This is an optimization exercise on Yosys and OpenROAD, whose aim is small area, not a production implementation. Only simulation tests tie the RTL to the original design; equivalence was not proved. Power is estimated from default activity; no workload was simulated.

==> inputs of run M <==
## synth_top
module synth_top (
  input logic Clk,
  input logic reset,
  input logic midi_in,
  output logic pdm_out,
  output logic [4-1:0] voice_active,
  output logic signed [18-1:0] mix_sample,
  output logic mix_valid
);
Settings: LEC_CHECK=0, ABC_AREA=1, CAP_MARGIN=20, CORE_MARGIN=2, CORE_UTILIZATION=40, CTS_BUF_LIST=sky130_fd_sc_hd__clkbuf_4, CTS_CLUSTER_DIAMETER=50, CTS_CLUSTER_SIZE=8, SLEW_MARGIN=20; clock period 40.0 ns.
standard.sh (not shown) runs the stock make flow with config.mk's settings and CLKGATE_MAP_FILE= SYNTH_SCRIPT=/design/flow/synth_recipe.tcl, a recipe that flattens the netlist after the stock synthesis.
==> flow/flow/run.sh <==
#!/bin/bash
# Standard synthesis, then the combinational logic is re-mapped with a
# stronger ABC script (registers untouched), then the standard layout steps,
# with no dummy clock loads and buf_1 port buffers.
set -euo pipefail
HERE=$(pwd)
RES=$HERE/orfs/results/$FLOW_PLATFORM/synth_top/base
YOSYS=${YOSYS_EXE:-$FLOW_HOME/../tools/install/yosys/bin/yosys}
[ -x "$YOSYS" ] || YOSYS=yosys
LIB=$FLOW_HOME/platforms/$FLOW_PLATFORM/lib/sky130_fd_sc_hd__tt_025C_1v80.lib

bash standard.sh synth > std_synth.log 2>&1

# liberty without the platform's dont-use cells, for ABC
DONT_USE=$(sed -n '/^export DONT_USE_CELLS += /,/^#/p' $FLOW_HOME/platforms/$FLOW_PLATFORM/config.mk | grep -oE "sky130_fd_sc_hd__[a-z0-9_]+" | tr '\n' ' ')
python3 flow/filtlib.py $LIB remap.lib $DONT_USE > filtlib.log 2>&1
# cells kept as they are: registers, adder cells and tie cells
KEEP='sky130_fd_sc_hd__df* sky130_fd_sc_hd__edf* sky130_fd_sc_hd__sdf* sky130_fd_sc_hd__sedf* sky130_fd_sc_hd__dl* sky130_fd_sc_hd__fa_* sky130_fd_sc_hd__fah* sky130_fd_sc_hd__ha_* sky130_fd_sc_hd__conb_*'
python3 flow/filtlib.py remap.lib remap_comb.lib $KEEP >> filtlib.log 2>&1
python3 flow/filtlib.py remap.lib remap_keep.lib --keep $KEEP >> filtlib.log 2>&1

cp $RES/1_2_yosys.v yosys_standard.v
REMAP_LIB=$HERE/remap.lib REMAP_COMB_LIB=$HERE/remap_comb.lib REMAP_KEEP_LIB=$HERE/remap_keep.lib REMAP_IN=$HERE/yosys_standard.v REMAP_OUT=$HERE/yosys_remap.v \
  $YOSYS -c flow/remap.tcl > remap.log 2>&1
cp yosys_remap.v $RES/1_2_yosys.v
rm -f $RES/1_synth.odb $RES/1_synth.sdc

bash standard.sh \
  "CTS_ARGS=-sink_clustering_enable -repair_clock_nets -dont_use_dummy_load -sink_clustering_size 30 -sink_clustering_max_diameter 100 -buf_list sky130_fd_sc_hd__clkbuf_16" \
  "BUFFER_PORTS_ARGS=-buffer_cell sky130_fd_sc_hd__buf_1" \
  finish > std_finish.log 2>&1

# the filtered libraries are large and only inputs; keep the logs
rm -f remap.lib remap_comb.lib remap_keep.lib
==> flow/flow/remap.tcl <==
# Re-map the combinational logic of the standard synthesis netlist with a
# stronger ABC script. Registers, adder cells and tie cells stay exactly as
# the standard synthesis made them (same instances, names and cell types).
yosys -import
set lib $::env(REMAP_LIB)
# combinational cells as logic, kept cells as black boxes
read_liberty -ignore_miss_func $::env(REMAP_COMB_LIB)
read_liberty -lib $::env(REMAP_KEEP_LIB)
read_verilog $::env(REMAP_IN)
hierarchy -top $::env(FLOW_TOP)
flatten -noscopeinfo
opt_clean -purge
tee -o $::env(REMAP_OUT).pre_stat.txt stat -liberty $lib
abc -liberty $lib -script "+strash;&get,-n;&dch,-f;&nf,-R,1000;&put"
setundef -zero
splitnets
opt_clean -purge
hilomap -singleton -hicell sky130_fd_sc_hd__conb_1 HI -locell sky130_fd_sc_hd__conb_1 LO
insbuf -buf sky130_fd_sc_hd__buf_4 A X
opt_clean -purge
tee -o $::env(REMAP_OUT).stat.txt stat -liberty $lib
select $::env(FLOW_TOP)
write_verilog -noattr -nohex -nodec -selected $::env(REMAP_OUT)
# check the written netlist against the full library
design -reset
read_liberty -lib $lib
read_verilog $::env(REMAP_OUT)
hierarchy -check -top $::env(FLOW_TOP)
check -assert -mapped
Other scripts of this flow, unchanged in this note and not shown: flow/flow/filtlib.py
==> inputs of run D, as changes to run M <==
--- a/flow/design.v
+++ b/flow/design.v
@@ -109,51 +109,46 @@
 module voice_alloc (
   input logic Clk,
   input logic reset,
   input logic ev_valid,
   input logic ev_cmd,  
   input logic [6:0] ev_note,
   input logic [1:0] vis,
-  input logic [4*7-1:0] ring_note,  
+  input logic [6:0] cur_note,  
   output logic [4-1:0] voice_active,
   output logic [1:0] wr_slot,
   output logic wr_pend
 );
   localparam logic NOTE_ON = 1'b0;
   localparam logic NOTE_OFF = 1'b1;
   localparam logic [1:0] SCAN_IDLE = 2'd0;
   localparam logic [1:0] SCAN_MATCH = 2'd1;
   localparam logic [1:0] SCAN_FREE = 2'd2;
   localparam logic [1:0] SCAN_START = 2'd3;  
   logic [1:0] state;
   logic [1:0] idx;
-  logic [1:0] pos;
-  logic [6:0] idx_note;
+  logic [4-1:0] match;
   logic hit;
   logic slot_free;
   logic at_last;
-  assign pos = idx - vis;
   assign wr_slot = idx;
-  always_comb begin
-    idx_note = '0;
+  assign hit = voice_active[idx] && match[idx];
+  always_ff @(posedge Clk) begin
     for (int i = 0; i < 4; i++) begin
-      if (pos == 2'(i)) idx_note = ring_note[7*i +: 7];
+      if (vis == 2'(i)) match[i] <= (cur_note == ev_note);
     end
   end
-  assign hit = voice_active[idx] && (idx_note == ev_note);
   assign slot_free = !voice_active[idx];
   assign at_last = (idx == 2'd3);
   always_ff @(posedge Clk) begin
+    if (wr_pend && vis == idx) wr_pend <= 1'b0;
     if (reset) begin
       state <= SCAN_IDLE;
-      idx <= '0;
       voice_active <= '0;
-      wr_pend <= 1'b0;
     end else begin
-      if (wr_pend && vis == idx) wr_pend <= 1'b0;
       case (state)
         SCAN_IDLE: begin
           if (ev_valid) state <= SCAN_START;
         end
         SCAN_START: begin
           state <= SCAN_MATCH;
           idx <= '0;
@@ -191,37 +186,35 @@
   input logic Clk,
   input logic reset,
   input logic [4-1:0] voice_active,
   input logic [6:0] new_note,
   input logic [1:0] wr_slot,
   input logic wr_pend,
   output logic [1:0] vis,
-  output logic [4*7-1:0] ring_note,
+  output logic [6:0] cur_note,  
   output logic signed [18-1:0] mix_sample,
   output logic mix_valid,
   output logic signed [18-1:0] held
 );
   logic [24-1:0] ph0, ph1, ph2, ph3;  
   logic [6:0] nt0, nt1, nt2, nt3;  
   logic first;  
-  logic [6:0] cur_note;
   logic cur_active;
   logic [24-1:0] inc;
   logic [24-1:0] psum;
   logic [24:0] pc;
   logic [24-1:0] next_phase;
   logic [7:0] addr;
   logic [14:0] qmag;
   logic neg;
   logic [18-1:0] addend;
   logic [18-1:0] part;
   logic [18:0] fc;
   logic [18-1:0] fsum;
   logic signed [18-1:0] frame;
-  assign ring_note = {nt3, nt2, nt1, nt0};
   assign cur_note = (wr_pend && wr_slot == vis) ? new_note : nt0;
   assign cur_active = voice_active[vis];
   logic [13:0] inc14;
   inc_net u_inc (.a(cur_note), .y(inc14));  
   assign inc = 24'(inc14);
   always_comb begin
     pc[0] = 1'b0;
@@ -255,23 +248,24 @@
     end
   end
   assign mix_sample = mix_valid ? frame : held;
   always_ff @(posedge Clk) begin
     if (reset) begin
       vis <= '0;
       first <= 1'b1;
-      frame <= '0;
       held <= '0;
     end else begin
       vis <= vis + 1'b1;
       if (vis == 2'd2) first <= 1'b0;
-      frame <= first ? '0 : fsum;
       if (mix_valid) held <= frame;
     end
   end
+  always_ff @(posedge Clk) begin
+    frame <= fsum;
+  end
 endmodule
 module qsin_net (input logic [6:0] u, output logic [14:0] y);
   logic n0;
   logic n1;
   logic n2;
   logic n3;
   logic n4;
@@ -1227,15 +1221,15 @@
 );
   logic [7:0] rx_byte;
   logic rx_valid;
   logic ev_valid;
   logic ev_cmd;
   logic [6:0] ev_note;
   logic [1:0] vis;
-  logic [4*7-1:0] ring_note;
+  logic [6:0] cur_note;
   logic [1:0] wr_slot;
   logic wr_pend;
   logic signed [18-1:0] held;
   midi_uart_rx u_rx (
     .Clk(Clk),
     .reset(reset),
     .midi_in(midi_in),
@@ -1254,28 +1248,28 @@
   voice_alloc u_alloc (
     .Clk(Clk),
     .reset(reset),
     .ev_valid(ev_valid),
     .ev_cmd(ev_cmd),
     .ev_note(ev_note),
     .vis(vis),
-    .ring_note(ring_note),
+    .cur_note(cur_note),
     .voice_active(voice_active),
     .wr_slot(wr_slot),
     .wr_pend(wr_pend)
   );
   voice_osc u_osc (
     .Clk(Clk),
     .reset(reset),
     .voice_active(voice_active),
     .new_note(ev_note),
     .wr_slot(wr_slot),
     .wr_pend(wr_pend),
     .vis(vis),
-    .ring_note(ring_note),
+    .cur_note(cur_note),
     .mix_sample(mix_sample),
     .mix_valid(mix_valid),
     .held(held)
   );
   sigma_delta_dac u_dac (
     .Clk(Clk),
     .reset(reset),
--- a/flow/flow/run.sh
+++ b/flow/flow/run.sh
@@ -16,19 +16,47 @@
 python3 flow/filtlib.py $LIB remap.lib $DONT_USE > filtlib.log 2>&1
 # cells kept as they are: registers, adder cells and tie cells
 KEEP='sky130_fd_sc_hd__df* sky130_fd_sc_hd__edf* sky130_fd_sc_hd__sdf* sky130_fd_sc_hd__sedf* sky130_fd_sc_hd__dl* sky130_fd_sc_hd__fa_* sky130_fd_sc_hd__fah* sky130_fd_sc_hd__ha_* sky130_fd_sc_hd__conb_*'
 python3 flow/filtlib.py remap.lib remap_comb.lib $KEEP >> filtlib.log 2>&1
 python3 flow/filtlib.py remap.lib remap_keep.lib --keep $KEEP >> filtlib.log 2>&1
 
 cp $RES/1_2_yosys.v yosys_standard.v
-REMAP_LIB=$HERE/remap.lib REMAP_COMB_LIB=$HERE/remap_comb.lib REMAP_KEEP_LIB=$HERE/remap_keep.lib REMAP_IN=$HERE/yosys_standard.v REMAP_OUT=$HERE/yosys_remap.v \
-  $YOSYS -c flow/remap.tcl > remap.log 2>&1
+# a few ABC scripts in parallel; the smallest netlist is used
+NF='&get,-n;&dch,-f;&nf,-p,-R,1000;&put'
+SCRIPTS=(
+  "+strash;$NF"
+  "+strash;$NF;strash;$NF"
+  "+strash;&get,-n;&deepsyn,-T,300;&put;$NF"
+  "+strash;&get,-n;&deepsyn,-T,300,-S,7;&put;$NF"
+  "+strash;&get,-n;&deepsyn,-T,300,-S,11;&put;$NF"
+  "+strash;&get,-n;&deepsyn,-T,300,-S,23;&put;$NF"
+  "+strash;&get,-n;&deepsyn,-T,300,-S,42;&put;$NF"
+  "+strash;&get,-n;&deepsyn,-T,300,-S,5;&put;$NF;strash;$NF"
+)
+# at most NUM_CORES runs at a time
+for i in "${!SCRIPTS[@]}"; do
+  while [ "$(jobs -rp | wc -l)" -ge "${NUM_CORES:-4}" ]; do sleep 2; done
+  REMAP_ABC="${SCRIPTS[$i]}" REMAP_LIB=$HERE/remap.lib REMAP_COMB_LIB=$HERE/remap_comb.lib REMAP_KEEP_LIB=$HERE/remap_keep.lib \
+    REMAP_IN=$HERE/yosys_standard.v REMAP_OUT=$HERE/yosys_remap_$i.v \
+    $YOSYS -c flow/remap.tcl > remap_$i.log 2>&1 &
+done
+wait
+best=""; best_area=""
+for i in "${!SCRIPTS[@]}"; do
+  [ -f yosys_remap_$i.v ] && grep -q "Found and reported 0 problems" remap_$i.log || continue
+  area=$(grep "Chip area for module" yosys_remap_$i.v.stat.txt | awk '{print $NF}')
+  echo "script $i: area $area: ${SCRIPTS[$i]}" >> remap_choice.log
+  if [ -z "$best" ] || awk "BEGIN{exit !($area < $best_area)}"; then best=$i; best_area=$area; fi
+done
+[ -n "$best" ] || { echo "no remap succeeded" >&2; exit 1; }
+echo "chosen: script $best" >> remap_choice.log
+cp yosys_remap_$best.v yosys_remap.v
 cp yosys_remap.v $RES/1_2_yosys.v
 rm -f $RES/1_synth.odb $RES/1_synth.sdc
 
 bash standard.sh \
-  "CTS_ARGS=-sink_clustering_enable -repair_clock_nets -dont_use_dummy_load -sink_clustering_size 30 -sink_clustering_max_diameter 100 -buf_list sky130_fd_sc_hd__clkbuf_16" \
+  "CTS_ARGS=-sink_clustering_enable -repair_clock_nets -dont_use_dummy_load -sink_clustering_size 10 -sink_clustering_max_diameter 60 -buf_list sky130_fd_sc_hd__clkbuf_4" \
   "BUFFER_PORTS_ARGS=-buffer_cell sky130_fd_sc_hd__buf_1" \
   finish > std_finish.log 2>&1
 
 # the filtered libraries are large and only inputs; keep the logs
 rm -f remap.lib remap_comb.lib remap_keep.lib
--- a/flow/flow/remap.tcl
+++ b/flow/flow/remap.tcl
@@ -7,20 +7,20 @@
 read_liberty -ignore_miss_func $::env(REMAP_COMB_LIB)
 read_liberty -lib $::env(REMAP_KEEP_LIB)
 read_verilog $::env(REMAP_IN)
 hierarchy -top $::env(FLOW_TOP)
 flatten -noscopeinfo
 opt_clean -purge
 tee -o $::env(REMAP_OUT).pre_stat.txt stat -liberty $lib
-abc -liberty $lib -script "+strash;&get,-n;&dch,-f;&nf,-R,1000;&put"
+abc -liberty $lib -script $::env(REMAP_ABC)
 setundef -zero
 splitnets
 opt_clean -purge
 hilomap -singleton -hicell sky130_fd_sc_hd__conb_1 HI -locell sky130_fd_sc_hd__conb_1 LO
-insbuf -buf sky130_fd_sc_hd__buf_4 A X
+insbuf -buf sky130_fd_sc_hd__buf_1 A X
 opt_clean -purge
 tee -o $::env(REMAP_OUT).stat.txt stat -liberty $lib
 select $::env(FLOW_TOP)
 write_verilog -noattr -nohex -nodec -selected $::env(REMAP_OUT)
 # check the written netlist against the full library
 design -reset
 read_liberty -lib $lib
CORE_UTILIZATION = 60   (was 40)
CTS_BUF_LIST = not set   (was sky130_fd_sc_hd__clkbuf_4)
CTS_CLUSTER_DIAMETER = not set   (was 50)
CTS_CLUSTER_SIZE = not set   (was 8)
==> inputs of run H, as changes to run M <==
--- a/flow/design.v
+++ b/flow/design.v
@@ -109,41 +109,38 @@
 module voice_alloc (
   input logic Clk,
   input logic reset,
   input logic ev_valid,
   input logic ev_cmd,  
   input logic [6:0] ev_note,
   input logic [1:0] vis,
-  input logic [4*7-1:0] ring_note,  
+  input logic [6:0] cur_note,  
   output logic [4-1:0] voice_active,
   output logic [1:0] wr_slot,
   output logic wr_pend
 );
   localparam logic NOTE_ON = 1'b0;
   localparam logic NOTE_OFF = 1'b1;
   localparam logic [1:0] SCAN_IDLE = 2'd0;
   localparam logic [1:0] SCAN_MATCH = 2'd1;
   localparam logic [1:0] SCAN_FREE = 2'd2;
   localparam logic [1:0] SCAN_START = 2'd3;  
   logic [1:0] state;
   logic [1:0] idx;
-  logic [1:0] pos;
-  logic [6:0] idx_note;
+  logic [4-1:0] match;
   logic hit;
   logic slot_free;
   logic at_last;
-  assign pos = idx - vis;
   assign wr_slot = idx;
-  always_comb begin
-    idx_note = '0;
+  assign hit = voice_active[idx] && match[idx];
+  always_ff @(posedge Clk) begin
     for (int i = 0; i < 4; i++) begin
-      if (pos == 2'(i)) idx_note = ring_note[7*i +: 7];
+      if (vis == 2'(i)) match[i] <= (cur_note == ev_note);
     end
   end
-  assign hit = voice_active[idx] && (idx_note == ev_note);
   assign slot_free = !voice_active[idx];
   assign at_last = (idx == 2'd3);
   always_ff @(posedge Clk) begin
     if (reset) begin
       state <= SCAN_IDLE;
       idx <= '0;
       voice_active <= '0;
@@ -191,37 +188,35 @@
   input logic Clk,
   input logic reset,
   input logic [4-1:0] voice_active,
   input logic [6:0] new_note,
   input logic [1:0] wr_slot,
   input logic wr_pend,
   output logic [1:0] vis,
-  output logic [4*7-1:0] ring_note,
+  output logic [6:0] cur_note,  
   output logic signed [18-1:0] mix_sample,
   output logic mix_valid,
   output logic signed [18-1:0] held
 );
   logic [24-1:0] ph0, ph1, ph2, ph3;  
   logic [6:0] nt0, nt1, nt2, nt3;  
   logic first;  
-  logic [6:0] cur_note;
   logic cur_active;
   logic [24-1:0] inc;
   logic [24-1:0] psum;
   logic [24:0] pc;
   logic [24-1:0] next_phase;
   logic [7:0] addr;
   logic [14:0] qmag;
   logic neg;
   logic [18-1:0] addend;
   logic [18-1:0] part;
   logic [18:0] fc;
   logic [18-1:0] fsum;
   logic signed [18-1:0] frame;
-  assign ring_note = {nt3, nt2, nt1, nt0};
   assign cur_note = (wr_pend && wr_slot == vis) ? new_note : nt0;
   assign cur_active = voice_active[vis];
   logic [13:0] inc14;
   inc_net u_inc (.a(cur_note), .y(inc14));  
   assign inc = 24'(inc14);
   always_comb begin
     pc[0] = 1'b0;
@@ -1227,15 +1222,15 @@
 );
   logic [7:0] rx_byte;
   logic rx_valid;
   logic ev_valid;
   logic ev_cmd;
   logic [6:0] ev_note;
   logic [1:0] vis;
-  logic [4*7-1:0] ring_note;
+  logic [6:0] cur_note;
   logic [1:0] wr_slot;
   logic wr_pend;
   logic signed [18-1:0] held;
   midi_uart_rx u_rx (
     .Clk(Clk),
     .reset(reset),
     .midi_in(midi_in),
@@ -1254,28 +1249,28 @@
   voice_alloc u_alloc (
     .Clk(Clk),
     .reset(reset),
     .ev_valid(ev_valid),
     .ev_cmd(ev_cmd),
     .ev_note(ev_note),
     .vis(vis),
-    .ring_note(ring_note),
+    .cur_note(cur_note),
     .voice_active(voice_active),
     .wr_slot(wr_slot),
     .wr_pend(wr_pend)
   );
   voice_osc u_osc (
     .Clk(Clk),
     .reset(reset),
     .voice_active(voice_active),
     .new_note(ev_note),
     .wr_slot(wr_slot),
     .wr_pend(wr_pend),
     .vis(vis),
-    .ring_note(ring_note),
+    .cur_note(cur_note),
     .mix_sample(mix_sample),
     .mix_valid(mix_valid),
     .held(held)
   );
   sigma_delta_dac u_dac (
     .Clk(Clk),
     .reset(reset),
--- a/flow/flow/run.sh
+++ b/flow/flow/run.sh
@@ -16,19 +16,41 @@
 python3 flow/filtlib.py $LIB remap.lib $DONT_USE > filtlib.log 2>&1
 # cells kept as they are: registers, adder cells and tie cells
 KEEP='sky130_fd_sc_hd__df* sky130_fd_sc_hd__edf* sky130_fd_sc_hd__sdf* sky130_fd_sc_hd__sedf* sky130_fd_sc_hd__dl* sky130_fd_sc_hd__fa_* sky130_fd_sc_hd__fah* sky130_fd_sc_hd__ha_* sky130_fd_sc_hd__conb_*'
 python3 flow/filtlib.py remap.lib remap_comb.lib $KEEP >> filtlib.log 2>&1
 python3 flow/filtlib.py remap.lib remap_keep.lib --keep $KEEP >> filtlib.log 2>&1
 
 cp $RES/1_2_yosys.v yosys_standard.v
-REMAP_LIB=$HERE/remap.lib REMAP_COMB_LIB=$HERE/remap_comb.lib REMAP_KEEP_LIB=$HERE/remap_keep.lib REMAP_IN=$HERE/yosys_standard.v REMAP_OUT=$HERE/yosys_remap.v \
-  $YOSYS -c flow/remap.tcl > remap.log 2>&1
+# a few ABC scripts in parallel; the smallest netlist is used
+NF='&get,-n;&dch,-f;&nf,-p,-R,1000;&put'
+SCRIPTS=(
+  "+strash;$NF"
+  "+strash;$NF;strash;$NF"
+  "+strash;&get,-n;&deepsyn,-T,300;&put;$NF"
+  "+strash;&get,-n;&deepsyn,-T,600,-S,3;&put;$NF"
+)
+for i in "${!SCRIPTS[@]}"; do
+  REMAP_ABC="${SCRIPTS[$i]}" REMAP_LIB=$HERE/remap.lib REMAP_COMB_LIB=$HERE/remap_comb.lib REMAP_KEEP_LIB=$HERE/remap_keep.lib \
+    REMAP_IN=$HERE/yosys_standard.v REMAP_OUT=$HERE/yosys_remap_$i.v \
+    $YOSYS -c flow/remap.tcl > remap_$i.log 2>&1 &
+done
+wait
+best=""; best_area=""
+for i in "${!SCRIPTS[@]}"; do
+  [ -f yosys_remap_$i.v ] && grep -q "Found and reported 0 problems" remap_$i.log || continue
+  area=$(grep "Chip area for module" yosys_remap_$i.v.stat.txt | awk '{print $NF}')
+  echo "script $i: area $area: ${SCRIPTS[$i]}" >> remap_choice.log
+  if [ -z "$best" ] || awk "BEGIN{exit !($area < $best_area)}"; then best=$i; best_area=$area; fi
+done
+[ -n "$best" ] || { echo "no remap succeeded" >&2; exit 1; }
+echo "chosen: script $best" >> remap_choice.log
+cp yosys_remap_$best.v yosys_remap.v
 cp yosys_remap.v $RES/1_2_yosys.v
 rm -f $RES/1_synth.odb $RES/1_synth.sdc
 
 bash standard.sh \
-  "CTS_ARGS=-sink_clustering_enable -repair_clock_nets -dont_use_dummy_load -sink_clustering_size 30 -sink_clustering_max_diameter 100 -buf_list sky130_fd_sc_hd__clkbuf_16" \
+  "CTS_ARGS=-sink_clustering_enable -repair_clock_nets -dont_use_dummy_load -sink_clustering_size 10 -sink_clustering_max_diameter 60 -buf_list sky130_fd_sc_hd__clkbuf_4" \
   "BUFFER_PORTS_ARGS=-buffer_cell sky130_fd_sc_hd__buf_1" \
   finish > std_finish.log 2>&1
 
 # the filtered libraries are large and only inputs; keep the logs
 rm -f remap.lib remap_comb.lib remap_keep.lib
--- a/flow/flow/remap.tcl
+++ b/flow/flow/remap.tcl
@@ -7,20 +7,20 @@
 read_liberty -ignore_miss_func $::env(REMAP_COMB_LIB)
 read_liberty -lib $::env(REMAP_KEEP_LIB)
 read_verilog $::env(REMAP_IN)
 hierarchy -top $::env(FLOW_TOP)
 flatten -noscopeinfo
 opt_clean -purge
 tee -o $::env(REMAP_OUT).pre_stat.txt stat -liberty $lib
-abc -liberty $lib -script "+strash;&get,-n;&dch,-f;&nf,-R,1000;&put"
+abc -liberty $lib -script $::env(REMAP_ABC)
 setundef -zero
 splitnets
 opt_clean -purge
 hilomap -singleton -hicell sky130_fd_sc_hd__conb_1 HI -locell sky130_fd_sc_hd__conb_1 LO
-insbuf -buf sky130_fd_sc_hd__buf_4 A X
+insbuf -buf sky130_fd_sc_hd__buf_1 A X
 opt_clean -purge
 tee -o $::env(REMAP_OUT).stat.txt stat -liberty $lib
 select $::env(FLOW_TOP)
 write_verilog -noattr -nohex -nodec -selected $::env(REMAP_OUT)
 # check the written netlist against the full library
 design -reset
 read_liberty -lib $lib
==> notes <==
- Clock-buffer cell count, highest first: run H, run D, run M.
- Of run M and run H, run M has the higher global-route usage (gap 0.073 points).
- In run H the total power is higher than in run M, by 7.7%.
- Sequential cell count: run M is lower than run H (4).
- In run D the combinational power is larger than in run M, by 23%.
- Between run M and run H, the lower final cell count is in run H (gap about 1.7%, measured against run H).
- Setup slack, highest first: run H, run M, run D.
- Area after synthesis, lowest first: run D, run H, run M.
- The lowest die area belongs to run D, the highest to run M.
==> figures <==
item	run M	run H	run D
Result of the run	finished clean	finished clean	finished clean
Netlist area before placement	9625 sq um	9474 sq um	9432 sq um
Worst Hold End	u_osc.ph0[17]$_DFF_P_	u_osc.nt0[1]$_DFF_P_	u_osc.ph1[0]$_DFF_P_
Count of nets after finishing	1,061	1,040	1,019
Static power due to leakage	3.973 nW	3.891 nW	3.947 nW
CP endpoint	u_osc.ph3[22]$_SDFF_PN0_	u_osc.ph3[23]$_SDFF_PN0_	u_osc.ph3[22]$_SDFF_PN0_
Clk power	0.121 mW	0.0998 mW	0.0977 mW
Number of optimization iterations in the first detailed-route pass	6	5	6
Number of antenna violations at the first check in global routing	0	1	1
Power drawn by the combinational cells	0.286 mW	0.353 mW	0.352 mW
Placed cell count	1,285	1,246	1,118
Global Route met3 Usage	0.02188	0.02655	0.04005
Clkbuf count	12	28	27
DPL Wire Length	13.83 mm	12.79 mm	13.32 mm
Final Wtd Congestion	0.9521	0.8974	0.9382
Routed wirelength normalized by instance count	14.35 microns	14.10 microns	15.95 microns
Starting Density	0.4089	0.4060	0.6181
Smallest setup slack after layout	27,210 ps	27,890 ps	26,870 ps
Vias in the first global route	6,412	6,005	6,330
Routing usage on met2	0.2334	0.2203	0.3666

[afterwards: timing with drivers on the ports]
No port has a modelled driver above. Below, the same layouts with a new extraction and two added sets of constraints.
Step 1 (the two cells are an assumption about what drives the block):
set clk [get_ports {Clk}]
set_driving_cell -lib_cell sky130_fd_sc_hd__clkbuf_16 $clk
set_driving_cell -lib_cell sky130_fd_sc_hd__buf_2 [delete_from_list [all_inputs] $clk]
Step 2 times the ports against the registers' clock, not the clock port: input delays grow and output delays shrink by t, the midpoint of the rising clock arrivals with the driver on.
Slacks: ideal ports / drivers / drivers and shift; pairs: ideal ports / drivers.
run | t (ns) | setup WS [ns] | hold WS [ns] | worst setup path at the end | clock arrival spread, ns
run M | 0.485 | 27.213 / 27.213 / 27.213 | 0.262 / 0.262 / 0.262 | register to register | 0.055 / 0.054
run D | 0.632 | 26.875 / 26.875 / 26.875 | 0.320 / 0.320 / 0.320 | register to register | 0.058 / 0.058
run H | 0.661 | 27.890 / 27.890 / 27.890 | 0.237 / 0.237 / 0.237 | register to register | 0.122 / 0.122
After both steps every run listed still meets setup and hold.
